What follows belongs to an exercise in optimizing a design on an open flow for small area and a short achievable clock period; a production flow would make more cautious choices.
Function was checked by simulation only, so behaviour that the tests miss may differ from the original.

==> inputs of build 84 <==
==> flow/design.v <==
`default_nettype none
package trace_pkg;
  localparam int num_rules       = 2;
  localparam int buf_bytes       = 4;
  localparam int buf_width       = buf_bytes * 8;
  localparam int fifo_depth      = 16;
  localparam int fifo_addr_width = 4;
  typedef struct packed {
    logic [15-num_rules-8:0] pad;    
    logic [num_rules-1:0]    rules;
    logic [7:0]              stamp;
  } event_t;
  localparam logic [7:0] reg_ctrl         = 8'h00;
  localparam logic [7:0] reg_rule_en      = 8'h01;
  localparam logic [7:0] reg_trig_en      = 8'h02;
  localparam logic [7:0] reg_trig_delay   = 8'h03;
  localparam logic [7:0] reg_trig_width   = 8'h04;
  localparam logic [7:0] reg_status       = 8'h05;
  localparam logic [7:0] reg_fifo_lo      = 8'h06;
  localparam logic [7:0] reg_fifo_hi      = 8'h07;
  localparam logic [7:0] reg_count0       = 8'h08;
  localparam logic [7:0] reg_count1       = 8'h09;
  localparam logic [7:0] reg_pattern_base = 8'h10;    
  localparam logic [7:0] reg_mask_base    = 8'h20;    
  localparam logic [1:0] trig_idle  = 2'd0;
  localparam logic [1:0] trig_wait  = 2'd1;
  localparam logic [1:0] trig_pulse = 2'd2;
endpackage
`default_nettype wire
`timescale 1ns/1ps
`default_nettype none
module trace_top (
  input  logic       fe_clk,
  input  logic       reset,
  input  logic [7:0] reg_addr,
  input  logic [7:0] reg_wdata,
  input  logic       reg_write,
  input  logic       reg_read,
  output logic [7:0] reg_rdata,
  input  logic [7:0] trace_data,
  input  logic       trace_valid,
  output logic       capturing,
  output logic       trig_out
);
  function automatic [7:0] inc8(input [7:0] q, input en);
    integer i;
    for (i = 0; i < 8; i = i + 1)
      inc8[i] = q[i] ^ (en & (&(q | ~((8'd1 << i) - 8'd1))));
  endfunction
  function automatic [7:0] dec8(input [7:0] q);
    integer i;
    for (i = 0; i < 8; i = i + 1)
      dec8[i] = q[i] ^ (&(~q | ~((8'd1 << i) - 8'd1)));
  endfunction
  function automatic [3:0] inc4(input [3:0] q, input en);
    integer i;
    for (i = 0; i < 4; i = i + 1)
      inc4[i] = q[i] ^ (en & (&(q | ~((4'd1 << i) - 4'd1))));
  endfunction
  logic page0;
  logic hi0, hi1, hi2, hi4;    
  assign page0 = (reg_addr[7:6] == 2'b00);
  assign hi0   = (reg_addr[7:3] == 5'b00000);
  assign hi1   = (reg_addr[7:3] == 5'b00001);
  assign hi2   = (reg_addr[7:3] == 5'b00010);
  assign hi4   = (reg_addr[7:3] == 5'b00100);
  logic [7:0] lo;              
  always_comb
    for (int i = 0; i < 8; i++)
      lo[i] = (reg_addr[2:0] == i[2:0]);
  logic [7:0] wd;
  assign wd = reg_wdata & {8{~reset}};
  logic wr0, wrp, wrm;
  assign wr0 = reg_write & hi0;
  assign wrp = reg_write & hi2;
  assign wrm = reg_write & hi4;
  logic [31:0] pat0, pat1, msk0, msk1;
  logic [1:0]  rule_en, trig_en;
  logic [7:0]  trig_delay, trig_width;
  logic        armed, arm_pulse;
  always_ff @(posedge fe_clk) begin
    for (int b = 0; b < 4; b++) begin
      if (reset | (wrp & lo[b]))     pat0[8*b +: 8] <= wd;
      if (reset | (wrp & lo[b+4]))   pat1[8*b +: 8] <= wd;
      if (reset | (wrm & lo[b]))     msk0[8*b +: 8] <= wd;
      if (reset | (wrm & lo[b+4]))   msk1[8*b +: 8] <= wd;
    end
    if (reset | (wr0 & lo[0])) armed      <= wd[0];
    if (reset | (wr0 & lo[1])) rule_en    <= wd[1:0];
    if (reset | (wr0 & lo[2])) trig_en    <= wd[1:0];
    if (reset | (wr0 & lo[3])) trig_delay <= wd;
    if (reset | (wr0 & lo[4])) trig_width <= wd;
    arm_pulse <= wr0 & lo[0] & wd[0];
  end
  assign capturing = armed;
  localparam logic [31:0] INV = 32'hff00ff00;
  logic [31:0] tbq, tbuf;      
  logic        byte_seen;
  logic [1:0]  match, hit;
  assign tbuf = tbq ^ INV;
  always_ff @(posedge fe_clk) begin
    if (reset | trace_valid)
      tbq <= ({tbuf[23:0], trace_data} & {32{~reset}}) ^ INV;
    byte_seen <= trace_valid & ~reset;
    match     <= hit & {2{byte_seen & ~reset}};
  end
  assign hit[0] = rule_en[0] & ~|((tbuf ^ pat0) & msk0);
  assign hit[1] = rule_en[1] & ~|((tbuf ^ pat1) & msk1);
  logic [7:0] cnt0, cnt1;
  always_ff @(posedge fe_clk) begin
    cnt0 <= inc8(cnt0, match[0] & ~&cnt0) & {8{~reset}};
    cnt1 <= inc8(cnt1, match[1] & ~&cnt1) & {8{~reset}};
  end
  logic [7:0] stamp;
  always_ff @(posedge fe_clk)
    stamp <= inc8(stamp, byte_seen) & {8{~(reset | arm_pulse)}};
  logic       ev_write;
  logic [1:0] ev_rules;
  logic [7:0] ev_stamp;
  always_ff @(posedge fe_clk) begin
    ev_write <= armed & (|match) & ~reset;
    ev_rules <= match;
    ev_stamp <= stamp;
  end
  logic [9:0] mem [16];
  logic [3:0] wp, rp;
  logic       empty, full, ovf;
  logic       pop, push;
  logic [9:0] head;
  assign head = mem[rp];
  assign push = ev_write & ~full;
  assign pop  = reg_read & hi0 & lo[7] & ~empty;
  always_ff @(posedge fe_clk) begin
    for (int i = 0; i < 16; i++)
      if (push & (wp == i[3:0]))
        mem[i] <= {ev_rules, ev_stamp};
  end
  logic wp1_eq_rp, rp1_eq_wp;
  assign wp1_eq_rp = (inc4(wp, 1'b1) == rp);
  assign rp1_eq_wp = (inc4(rp, 1'b1) == wp);
  always_ff @(posedge fe_clk) begin
    wp    <= inc4(wp, push) & {4{~reset}};
    rp    <= inc4(rp, pop) & {4{~reset}};
    full  <= ~reset & (full ? ~pop : (push & ~pop & wp1_eq_rp));
    empty <= reset | (empty ? ~push : (pop & ~push & rp1_eq_wp));
    ovf   <= ((ev_write & full) | (ovf & ~arm_pulse)) & ~reset;
  end
  logic       busy;
  logic [7:0] tcnt;
  logic       start, tcnt_zero, tcnt_le1;
  assign start     = ~busy & armed & |(match & trig_en);
  assign tcnt_zero = (tcnt == 8'h00);
  assign tcnt_le1  = (tcnt[7:1] == 7'h00);
  always_ff @(posedge fe_clk) begin
    if (reset) begin
      busy     <= 1'b0;
      trig_out <= 1'b0;
    end else if (!busy) begin
      busy <= start;
    end else if (!trig_out) begin
      if (tcnt_zero) trig_out <= 1'b1;
    end else if (tcnt_le1) begin
      busy     <= 1'b0;
      trig_out <= 1'b0;
    end
  end
  always_ff @(posedge fe_clk) begin
    if (!busy)
      tcnt <= trig_delay;
    else if (!trig_out && tcnt_zero)
      tcnt <= trig_width;
    else
      tcnt <= dec8(tcnt);
  end
  logic [7:0] g0, g1, g2, g4, rd_value;
  always_comb begin
    case (reg_addr[2:0])
      3'd0: g0 = {7'b0, armed};
      3'd1: g0 = {6'b0, rule_en};
      3'd2: g0 = {6'b0, trig_en};
      3'd3: g0 = trig_delay;
      3'd4: g0 = trig_width;
      3'd5: g0 = {4'b0, busy, ovf, full, empty};
      3'd6: g0 = empty ? 8'h00 : head[7:0];
      default: g0 = empty ? 8'h00 : {6'b0, head[9:8]};
    endcase
    case (reg_addr[2:0])
      3'd0: g1 = cnt0;
      3'd1: g1 = cnt1;
      default: g1 = 8'h00;
    endcase
    case (reg_addr[2:0])
      3'd0: g2 = pat0[7:0];
      3'd1: g2 = pat0[15:8];
      3'd2: g2 = pat0[23:16];
      3'd3: g2 = pat0[31:24];
      3'd4: g2 = pat1[7:0];
      3'd5: g2 = pat1[15:8];
      3'd6: g2 = pat1[23:16];
      default: g2 = pat1[31:24];
    endcase
    case (reg_addr[2:0])
      3'd0: g4 = msk0[7:0];
      3'd1: g4 = msk0[15:8];
      3'd2: g4 = msk0[23:16];
      3'd3: g4 = msk0[31:24];
      3'd4: g4 = msk1[7:0];
      3'd5: g4 = msk1[15:8];
      3'd6: g4 = msk1[23:16];
      default: g4 = msk1[31:24];
    endcase
    rd_value = (({8{hi0}} & g0) | ({8{hi1}} & g1) |
                ({8{hi2}} & g2) | ({8{hi4}} & g4)) & {8{~reset}};
  end
  always_ff @(posedge fe_clk) begin
    if (reset | reg_read)
      reg_rdata <= rd_value;
  end
endmodule
`default_nettype wire
==> flow/run.sh <==
#!/bin/bash
# synth_recipe.tcl (not shown) runs the flow's synth.tcl, then flattens the netlist and writes it again
# the make line also repeats each setting of config.mk as NAME=value (left out here)
make -C /OpenROAD-flow-scripts/flow DESIGN_CONFIG=/design/flow/config.mk WORK_HOME=/design/flow/orfs CLKGATE_MAP_FILE= SYNTH_SCRIPT=/design/flow/synth_recipe.tcl finish
==> flow/config.mk <==
export PLATFORM = sky130hd
export DESIGN_NAME = trace_top
export DESIGN_NICKNAME = trace_top
export VERILOG_FILES = /design/flow/design.v
export SDC_FILE = /design/flow/constraint.sdc
export NUM_CORES = 4
export LEC_CHECK = 0
export CAP_MARGIN = 20
export CORE_MARGIN = 2
export CORE_UTILIZATION = 40
export CTS_BUF_LIST = sky130_fd_sc_hd__clkbuf_16
export CTS_CLUSTER_DIAMETER = 60
export CTS_CLUSTER_SIZE = 20
export SETUP_SLACK_MARGIN = 1.7
export SLEW_MARGIN = 20
==> flow/constraint.sdc <==
create_clock -name core_clock -period 4.0 [get_ports {fe_clk}]
set_input_delay 0.8000 -clock core_clock [delete_from_list [all_inputs] [get_ports {fe_clk}]]
set_output_delay 0.8000 -clock core_clock [all_outputs]
set_load 0.01 [all_outputs]
==> trial 87: changes against build 84 <==
--- a/flow/design.v
+++ b/flow/design.v
@@ -174,41 +174,34 @@
   end
-  logic [7:0] g0, g1, g2, g4, rd_value;
+  logic [7:0] rd_value, rd_sel;
   always_comb begin
-    case (reg_addr[2:0])
-      3'd0: g0 = {7'b0, armed};
-      3'd1: g0 = {6'b0, rule_en};
-      3'd2: g0 = {6'b0, trig_en};
-      3'd3: g0 = trig_delay;
-      3'd4: g0 = trig_width;
-      3'd5: g0 = {4'b0, busy, ovf, full, empty};
-      3'd6: g0 = empty ? 8'h00 : head[7:0];
-      default: g0 = empty ? 8'h00 : {6'b0, head[9:8]};
+    case (reg_addr[5:0])
+      6'h00: rd_sel = {7'b0, armed};
+      6'h01: rd_sel = {6'b0, rule_en};
+      6'h02: rd_sel = {6'b0, trig_en};
+      6'h03: rd_sel = trig_delay;
+      6'h04: rd_sel = trig_width;
+      6'h05: rd_sel = {4'b0, busy, ovf, full, empty};
+      6'h06: rd_sel = empty ? 8'h00 : head[7:0];
+      6'h07: rd_sel = empty ? 8'h00 : {6'b0, head[9:8]};
+      6'h08: rd_sel = cnt0;
+      6'h09: rd_sel = cnt1;
+      6'h10: rd_sel = pat0[7:0];
+      6'h11: rd_sel = pat0[15:8];
+      6'h12: rd_sel = pat0[23:16];
+      6'h13: rd_sel = pat0[31:24];
+      6'h14: rd_sel = pat1[7:0];
+      6'h15: rd_sel = pat1[15:8];
+      6'h16: rd_sel = pat1[23:16];
+      6'h17: rd_sel = pat1[31:24];
+      6'h20: rd_sel = msk0[7:0];
+      6'h21: rd_sel = msk0[15:8];
+      6'h22: rd_sel = msk0[23:16];
+      6'h23: rd_sel = msk0[31:24];
+      6'h24: rd_sel = msk1[7:0];
+      6'h25: rd_sel = msk1[15:8];
+      6'h26: rd_sel = msk1[23:16];
+      6'h27: rd_sel = msk1[31:24];
+      default: rd_sel = 8'h00;
     endcase
-    case (reg_addr[2:0])
-      3'd0: g1 = cnt0;
-      3'd1: g1 = cnt1;
-      default: g1 = 8'h00;
-    endcase
-    case (reg_addr[2:0])
-      3'd0: g2 = pat0[7:0];
-      3'd1: g2 = pat0[15:8];
-      3'd2: g2 = pat0[23:16];
-      3'd3: g2 = pat0[31:24];
-      3'd4: g2 = pat1[7:0];
-      3'd5: g2 = pat1[15:8];
-      3'd6: g2 = pat1[23:16];
-      default: g2 = pat1[31:24];
-    endcase
-    case (reg_addr[2:0])
-      3'd0: g4 = msk0[7:0];
-      3'd1: g4 = msk0[15:8];
-      3'd2: g4 = msk0[23:16];
-      3'd3: g4 = msk0[31:24];
-      3'd4: g4 = msk1[7:0];
-      3'd5: g4 = msk1[15:8];
-      3'd6: g4 = msk1[23:16];
-      default: g4 = msk1[31:24];
-    endcase
-    rd_value = (({8{hi0}} & g0) | ({8{hi1}} & g1) |
-                ({8{hi2}} & g2) | ({8{hi4}} & g4)) & {8{~reset}};
+    rd_value = rd_sel & {8{page0 & ~reset}};
   end
==> flow/flow/run.sh (new file) <==
#!/bin/bash
# Standard layout, with the port buffers made from buf_4 cells instead of
# the resizer's default pick.
set -euo pipefail
export BUFFER_PORTS_ARGS="-buffer_cell sky130_fd_sc_hd__buf_4"
bash standard.sh > standard.log 2>&1
==> flow/standard.sh (new file) <==
#!/bin/bash
# synth_recipe.tcl (not shown) runs the flow's synth.tcl, then flattens the netlist and writes it again
# the make line also repeats each setting of config.mk as NAME=value (left out here)
make -C /OpenROAD-flow-scripts/flow DESIGN_CONFIG=/design/flow/config.mk WORK_HOME=/design/flow/orfs CLKGATE_MAP_FILE= SYNTH_SCRIPT=/design/flow/synth_recipe.tcl "${@:-finish}"
Settings changed: CORE_UTILIZATION 40 to 75, CTS_CLUSTER_DIAMETER 60 to 80, CTS_CLUSTER_SIZE 20 to 25.
removed: flow/run.sh
==> build 78: changes against build 84 <==
--- a/flow/design.v
+++ b/flow/design.v
@@ -174,41 +174,34 @@
   end
-  logic [7:0] g0, g1, g2, g4, rd_value;
+  logic [7:0] rd_value, rd_sel;
   always_comb begin
-    case (reg_addr[2:0])
-      3'd0: g0 = {7'b0, armed};
-      3'd1: g0 = {6'b0, rule_en};
-      3'd2: g0 = {6'b0, trig_en};
-      3'd3: g0 = trig_delay;
-      3'd4: g0 = trig_width;
-      3'd5: g0 = {4'b0, busy, ovf, full, empty};
-      3'd6: g0 = empty ? 8'h00 : head[7:0];
-      default: g0 = empty ? 8'h00 : {6'b0, head[9:8]};
+    case (reg_addr[5:0])
+      6'h00: rd_sel = {7'b0, armed};
+      6'h01: rd_sel = {6'b0, rule_en};
+      6'h02: rd_sel = {6'b0, trig_en};
+      6'h03: rd_sel = trig_delay;
+      6'h04: rd_sel = trig_width;
+      6'h05: rd_sel = {4'b0, busy, ovf, full, empty};
+      6'h06: rd_sel = empty ? 8'h00 : head[7:0];
+      6'h07: rd_sel = empty ? 8'h00 : {6'b0, head[9:8]};
+      6'h08: rd_sel = cnt0;
+      6'h09: rd_sel = cnt1;
+      6'h10: rd_sel = pat0[7:0];
+      6'h11: rd_sel = pat0[15:8];
+      6'h12: rd_sel = pat0[23:16];
+      6'h13: rd_sel = pat0[31:24];
+      6'h14: rd_sel = pat1[7:0];
+      6'h15: rd_sel = pat1[15:8];
+      6'h16: rd_sel = pat1[23:16];
+      6'h17: rd_sel = pat1[31:24];
+      6'h20: rd_sel = msk0[7:0];
+      6'h21: rd_sel = msk0[15:8];
+      6'h22: rd_sel = msk0[23:16];
+      6'h23: rd_sel = msk0[31:24];
+      6'h24: rd_sel = msk1[7:0];
+      6'h25: rd_sel = msk1[15:8];
+      6'h26: rd_sel = msk1[23:16];
+      6'h27: rd_sel = msk1[31:24];
+      default: rd_sel = 8'h00;
     endcase
-    case (reg_addr[2:0])
-      3'd0: g1 = cnt0;
-      3'd1: g1 = cnt1;
-      default: g1 = 8'h00;
-    endcase
-    case (reg_addr[2:0])
-      3'd0: g2 = pat0[7:0];
-      3'd1: g2 = pat0[15:8];
-      3'd2: g2 = pat0[23:16];
-      3'd3: g2 = pat0[31:24];
-      3'd4: g2 = pat1[7:0];
-      3'd5: g2 = pat1[15:8];
-      3'd6: g2 = pat1[23:16];
-      default: g2 = pat1[31:24];
-    endcase
-    case (reg_addr[2:0])
-      3'd0: g4 = msk0[7:0];
-      3'd1: g4 = msk0[15:8];
-      3'd2: g4 = msk0[23:16];
-      3'd3: g4 = msk0[31:24];
-      3'd4: g4 = msk1[7:0];
-      3'd5: g4 = msk1[15:8];
-      3'd6: g4 = msk1[23:16];
-      default: g4 = msk1[31:24];
-    endcase
-    rd_value = (({8{hi0}} & g0) | ({8{hi1}} & g1) |
-                ({8{hi2}} & g2) | ({8{hi4}} & g4)) & {8{~reset}};
+    rd_value = rd_sel & {8{page0 & ~reset}};
   end
==> flow/flow/run.sh (new file) <==
#!/bin/bash
# Standard layout, with the port buffers made from buf_4 cells instead of
# the resizer's default pick.
set -euo pipefail
export BUFFER_PORTS_ARGS="-buffer_cell sky130_fd_sc_hd__buf_4"
bash standard.sh > standard.log 2>&1
==> flow/standard.sh (new file) <==
#!/bin/bash
# synth_recipe.tcl (not shown) runs the flow's synth.tcl, then flattens the netlist and writes it again
# the make line also repeats each setting of config.mk as NAME=value (left out here)
make -C /OpenROAD-flow-scripts/flow DESIGN_CONFIG=/design/flow/config.mk WORK_HOME=/design/flow/orfs CLKGATE_MAP_FILE= SYNTH_SCRIPT=/design/flow/synth_recipe.tcl "${@:-finish}"
Settings changed: CORE_UTILIZATION 40 to 60, CTS_CLUSTER_DIAMETER 60 to 80, CTS_CLUSTER_SIZE 20 to 25, SETUP_SLACK_MARGIN 1.7 to 1.6.
removed: flow/run.sh
==> trial 14: changes against build 84 <==
==> flow/design.v, changed modules only <==
module trace_top (
  input  logic       fe_clk,
  input  logic       reset,
  input  logic [7:0] reg_addr,
  input  logic [7:0] reg_wdata,
  input  logic       reg_write,
  input  logic       reg_read,
  output logic [7:0] reg_rdata,
  input  logic [7:0] trace_data,
  input  logic       trace_valid,
  output logic       capturing,
  output logic       trig_out
);
  function automatic [7:0] inc8(input [7:0] q, input en);
    integer i;
    for (i = 0; i < 8; i = i + 1)
      inc8[i] = q[i] ^ (en & (&(q | ~((8'd1 << i) - 8'd1))));
  endfunction
  function automatic [7:0] dec8(input [7:0] q);
    integer i;
    for (i = 0; i < 8; i = i + 1)
      dec8[i] = q[i] ^ (&(~q | ~((8'd1 << i) - 8'd1)));
  endfunction
  function automatic [3:0] inc4(input [3:0] q, input en);
    integer i;
    for (i = 0; i < 4; i = i + 1)
      inc4[i] = q[i] ^ (en & (&(q | ~((4'd1 << i) - 4'd1))));
  endfunction
  logic page0;
  logic hi0, hi1, hi2, hi4;    
  assign page0 = (reg_addr[7:6] == 2'b00);
  assign hi0   = (reg_addr[7:3] == 5'b00000);
  assign hi1   = (reg_addr[7:3] == 5'b00001);
  assign hi2   = (reg_addr[7:3] == 5'b00010);
  assign hi4   = (reg_addr[7:3] == 5'b00100);
  logic [7:0] lo;              
  always_comb
    for (int i = 0; i < 8; i++)
      lo[i] = (reg_addr[2:0] == i[2:0]);
  logic [7:0] wd;
  assign wd = reg_wdata & {8{~reset}};
  logic wr0, wrp, wrm;
  assign wr0 = reg_write & hi0;
  assign wrp = reg_write & hi2;
  assign wrm = reg_write & hi4;
  logic [31:0] pat0, pat1, msk0, msk1;
  logic [1:0]  rule_en, trig_en;
  logic [7:0]  trig_delay, trig_width;
  logic        armed, arm_pulse;
  always_ff @(posedge fe_clk) begin
    for (int b = 0; b < 4; b++) begin
      if (reset | (wrp & lo[b]))     pat0[8*b +: 8] <= wd;
      if (reset | (wrp & lo[b+4]))   pat1[8*b +: 8] <= wd;
      if (reset | (wrm & lo[b]))     msk0[8*b +: 8] <= wd;
      if (reset | (wrm & lo[b+4]))   msk1[8*b +: 8] <= wd;
    end
    if (reset | (wr0 & lo[0])) armed      <= wd[0];
    if (reset | (wr0 & lo[1])) rule_en    <= wd[1:0];
    if (reset | (wr0 & lo[2])) trig_en    <= wd[1:0];
    if (reset | (wr0 & lo[3])) trig_delay <= wd;
    if (reset | (wr0 & lo[4])) trig_width <= wd;
    arm_pulse <= wr0 & lo[0] & wd[0];
  end
  assign capturing = armed;
  localparam logic [31:0] INV = 32'hff00ff00;
  logic [31:0] tbq, tbuf;      
  logic        byte_seen;
  logic [1:0]  match, hit;
  assign tbuf = tbq ^ INV;
  always_ff @(posedge fe_clk) begin
    if (reset | trace_valid)
      tbq <= ({tbuf[23:0], trace_data} & {32{~reset}}) ^ INV;
    byte_seen <= trace_valid & ~reset;
    match     <= hit & {2{byte_seen & ~reset}};
  end
  assign hit[0] = rule_en[0] & ~|((tbuf ^ pat0) & msk0);
  assign hit[1] = rule_en[1] & ~|((tbuf ^ pat1) & msk1);
  logic [7:0] cnt0, cnt1;
  always_ff @(posedge fe_clk) begin
    cnt0 <= inc8(cnt0, match[0] & ~&cnt0) & {8{~reset}};
    cnt1 <= inc8(cnt1, match[1] & ~&cnt1) & {8{~reset}};
  end
  logic [7:0] stamp;
  always_ff @(posedge fe_clk)
    stamp <= inc8(stamp, byte_seen) & {8{~(reset | arm_pulse)}};
  logic       ev_write;
  logic [1:0] ev_rules;
  logic [7:0] ev_stamp;
  always_ff @(posedge fe_clk) begin
    ev_write <= armed & (|match) & ~reset;
    ev_rules <= match;
    ev_stamp <= stamp;
  end
  logic [9:0]  mem [16];
  logic [3:0]  wp;
  logic [15:0] rsel;           
  logic [15:0] wdec;           
  logic        empty, full, ovf;
  logic        pop, push;
  logic [9:0]  head;
  always_comb begin
    head = '0;
    for (int i = 0; i < 16; i++) begin
      wdec[i] = (wp == i[3:0]);
      head    = head | ({10{rsel[i]}} & mem[i]);
    end
  end
  assign push = ev_write & ~full;
  assign pop  = reg_read & hi0 & lo[7] & ~empty;
  always_ff @(posedge fe_clk) begin
    for (int i = 0; i < 16; i++)
      if (push & wdec[i])
        mem[i] <= {ev_rules, ev_stamp};
  end
  logic wp1_eq_rp, rp1_eq_wp;
  assign wp1_eq_rp = |({wdec[14:0], wdec[15]} & rsel);
  assign rp1_eq_wp = |({rsel[14:0], rsel[15]} & wdec);
  always_ff @(posedge fe_clk) begin
    if (reset | pop)
      rsel <= reset ? 16'h0001 : {rsel[14:0], rsel[15]};
    wp    <= inc4(wp, push) & {4{~reset}};
    full  <= ~reset & (full ? ~pop : (push & ~pop & wp1_eq_rp));
    empty <= reset | (empty ? ~push : (pop & ~push & rp1_eq_wp));
    ovf   <= ((ev_write & full) | (ovf & ~arm_pulse)) & ~reset;
  end
  logic       busy;
  logic [7:0] tcnt;
  logic       start, tcnt_zero, tcnt_le1;
  assign start     = ~busy & armed & |(match & trig_en);
  assign tcnt_zero = (tcnt == 8'h00);
  assign tcnt_le1  = (tcnt[7:1] == 7'h00);
  always_ff @(posedge fe_clk) begin
    if (reset) begin
      busy     <= 1'b0;
      trig_out <= 1'b0;
    end else if (!busy) begin
      busy <= start;
    end else if (!trig_out) begin
      if (tcnt_zero) trig_out <= 1'b1;
    end else if (tcnt_le1) begin
      busy     <= 1'b0;
      trig_out <= 1'b0;
    end
  end
  always_ff @(posedge fe_clk) begin
    if (!busy)
      tcnt <= trig_delay;
    else if (!trig_out && tcnt_zero)
      tcnt <= trig_width;
    else
      tcnt <= dec8(tcnt);
  end
  logic [7:0] rd_value, rd_sel;
  always_comb begin
    case (reg_addr[5:0])
      6'h00: rd_sel = {7'b0, armed};
      6'h01: rd_sel = {6'b0, rule_en};
      6'h02: rd_sel = {6'b0, trig_en};
      6'h03: rd_sel = trig_delay;
      6'h04: rd_sel = trig_width;
      6'h05: rd_sel = {4'b0, busy, ovf, full, empty};
      6'h06: rd_sel = empty ? 8'h00 : head[7:0];
      6'h07: rd_sel = empty ? 8'h00 : {6'b0, head[9:8]};
      6'h08: rd_sel = cnt0;
      6'h09: rd_sel = cnt1;
      6'h10: rd_sel = pat0[7:0];
      6'h11: rd_sel = pat0[15:8];
      6'h12: rd_sel = pat0[23:16];
      6'h13: rd_sel = pat0[31:24];
      6'h14: rd_sel = pat1[7:0];
      6'h15: rd_sel = pat1[15:8];
      6'h16: rd_sel = pat1[23:16];
      6'h17: rd_sel = pat1[31:24];
      6'h20: rd_sel = msk0[7:0];
      6'h21: rd_sel = msk0[15:8];
      6'h22: rd_sel = msk0[23:16];
      6'h23: rd_sel = msk0[31:24];
      6'h24: rd_sel = msk1[7:0];
      6'h25: rd_sel = msk1[15:8];
      6'h26: rd_sel = msk1[23:16];
      6'h27: rd_sel = msk1[31:24];
      default: rd_sel = 8'h00;
    endcase
    rd_value = rd_sel & {8{page0 & ~reset}};
  end
  always_ff @(posedge fe_clk) begin
    if (reset | reg_read)
      reg_rdata <= rd_value;
  end
endmodule
==> flow/flow/run.sh (new file) <==
#!/bin/bash
# Standard layout, with the port buffers made from buf_4 cells instead of
# the resizer's default pick.
set -euo pipefail
export BUFFER_PORTS_ARGS="-buffer_cell sky130_fd_sc_hd__buf_4"
bash standard.sh > standard.log 2>&1
==> flow/standard.sh (new file) <==
#!/bin/bash
# synth_recipe.tcl (not shown) runs the flow's synth.tcl, then flattens the netlist and writes it again
# the make line also repeats each setting of config.mk as NAME=value (left out here)
make -C /OpenROAD-flow-scripts/flow DESIGN_CONFIG=/design/flow/config.mk WORK_HOME=/design/flow/orfs CLKGATE_MAP_FILE= SYNTH_SCRIPT=/design/flow/synth_recipe.tcl "${@:-finish}"
Settings changed: CORE_UTILIZATION 40 to 60, CTS_CLUSTER_DIAMETER 60 to 70, CTS_CLUSTER_SIZE 20 to 30, SETUP_SLACK_MARGIN 1.7 to 2.1.
removed: flow/run.sh
==> qor summary <==
metric	trial 87	build 84	build 78	trial 14
Run status	finished clean	finished clean	finished clean	finished clean
Area growth, synth to finish	11.02%	16.23%	10.54%	17.76%
RR Startpoint	rp[0]	rp[1]	rp[0]	rsel[0]
Portion of the layout cell area used by clock cells	3.241%	5.577%	3.155%	4.288%
Initial antenna violation count	1	3	1	1
Final non-filler cell total	1575	1835	1667	1752
# clk buffers	21	31	20	26
Xor/xnor share of the synthesized area	4.985%	4.872%	4.985%	4.300%
Row count	55	76	61	62
Worst Reg-to-Reg Cells	9	9	10	6
Post-layout instance area	18920 um^2	20060 um^2	18840 um^2	20630 um^2
Inserted tap cell count	285	546	378	384
Number of optimization iterations in the first detailed-route pass	8	7	6	6
Global-route wire length before repair	73.96 mm	69.08 mm	72.32 mm	78.89 mm
Post-CTS setup-driven buffer insertion count	14	11	11	59
Sequential share of cell area	61.82%	58.30%	62.09%	58.61%
Largest stage delay on the critical path	0.42 ns	0.37 ns	0.38 ns	0.39 ns
Non-Clock Inverter Count	19	18	19	16
Final sequential cell count	409	409	409	421
Met1 capacity usage during global routing	63.78%	31.28%	52.48%	55.73%
Cells after Synth	1212	1197	1212	1266
Area of the mapped netlist	17040 um^2	17260 um^2	17040 um^2	17520 um^2
Clock latency reported for the late side of the worst-skew pair	0.55 ns	0.60 ns	0.58 ns	0.57 ns
Terminating pin of the worst hold path	ev_stamp[3]	ev_stamp[7]	ev_stamp[0]	ev_stamp[6]
Data required time at the worst endpoint	4.27 ns	4.32 ns	4.29 ns	4.41 ns
Placed instance area	17750 um^2	18430 um^2	17910 um^2	18520 um^2

[afterwards: timing with drivers on the ports]
The results above use ideal ports. As a check the final layouts listed here were re-extracted and re-timed, cells and wires unchanged.
Step 1 assumes that a clkbuf_16 drives the clock port and a buf_2 every other input.
Step 2 adds t to the input delays and takes it off the output delays; t is the mean of the earliest and latest rising clock arrival at the registers after step 1. Input paths then give back, and output paths get back, about the clock's delay inside the block.
a / b / c = no drivers / after step 1 / after step 2; a / b = the first two.
run | t (ns) | setup slack, ns | hold slack, ns | latest minus earliest clock arrival (ns) | slew at the worst register clock pin (ns)
build 84 | 0.647 | 1.677 / 1.677 / 1.048 | 0.371 / 0.371 / 0.371 | 0.028 / 0.028 | 0.09 / 0.09
trial 87 | 0.587 | 1.548 / 1.548 / 1.110 | 0.391 / 0.391 / 0.391 | 0.023 / 0.023 | 0.11 / 0.11
build 78 | 0.609 | 1.619 / 1.619 / 1.065 | 0.371 / 0.371 / 0.371 | 0.040 / 0.040 | 0.11 / 0.11
trial 14 | 0.613 | 1.924 / 1.885 / 1.329 | 0.356 / 0.356 / 0.356 | 0.037 / 0.037 | 0.11 / 0.11
After both steps every run listed still meets setup and hold. For build 84, which loses most, drivers alone change the setup slack by 0.000 ns; drivers and shift together by -0.629 ns.
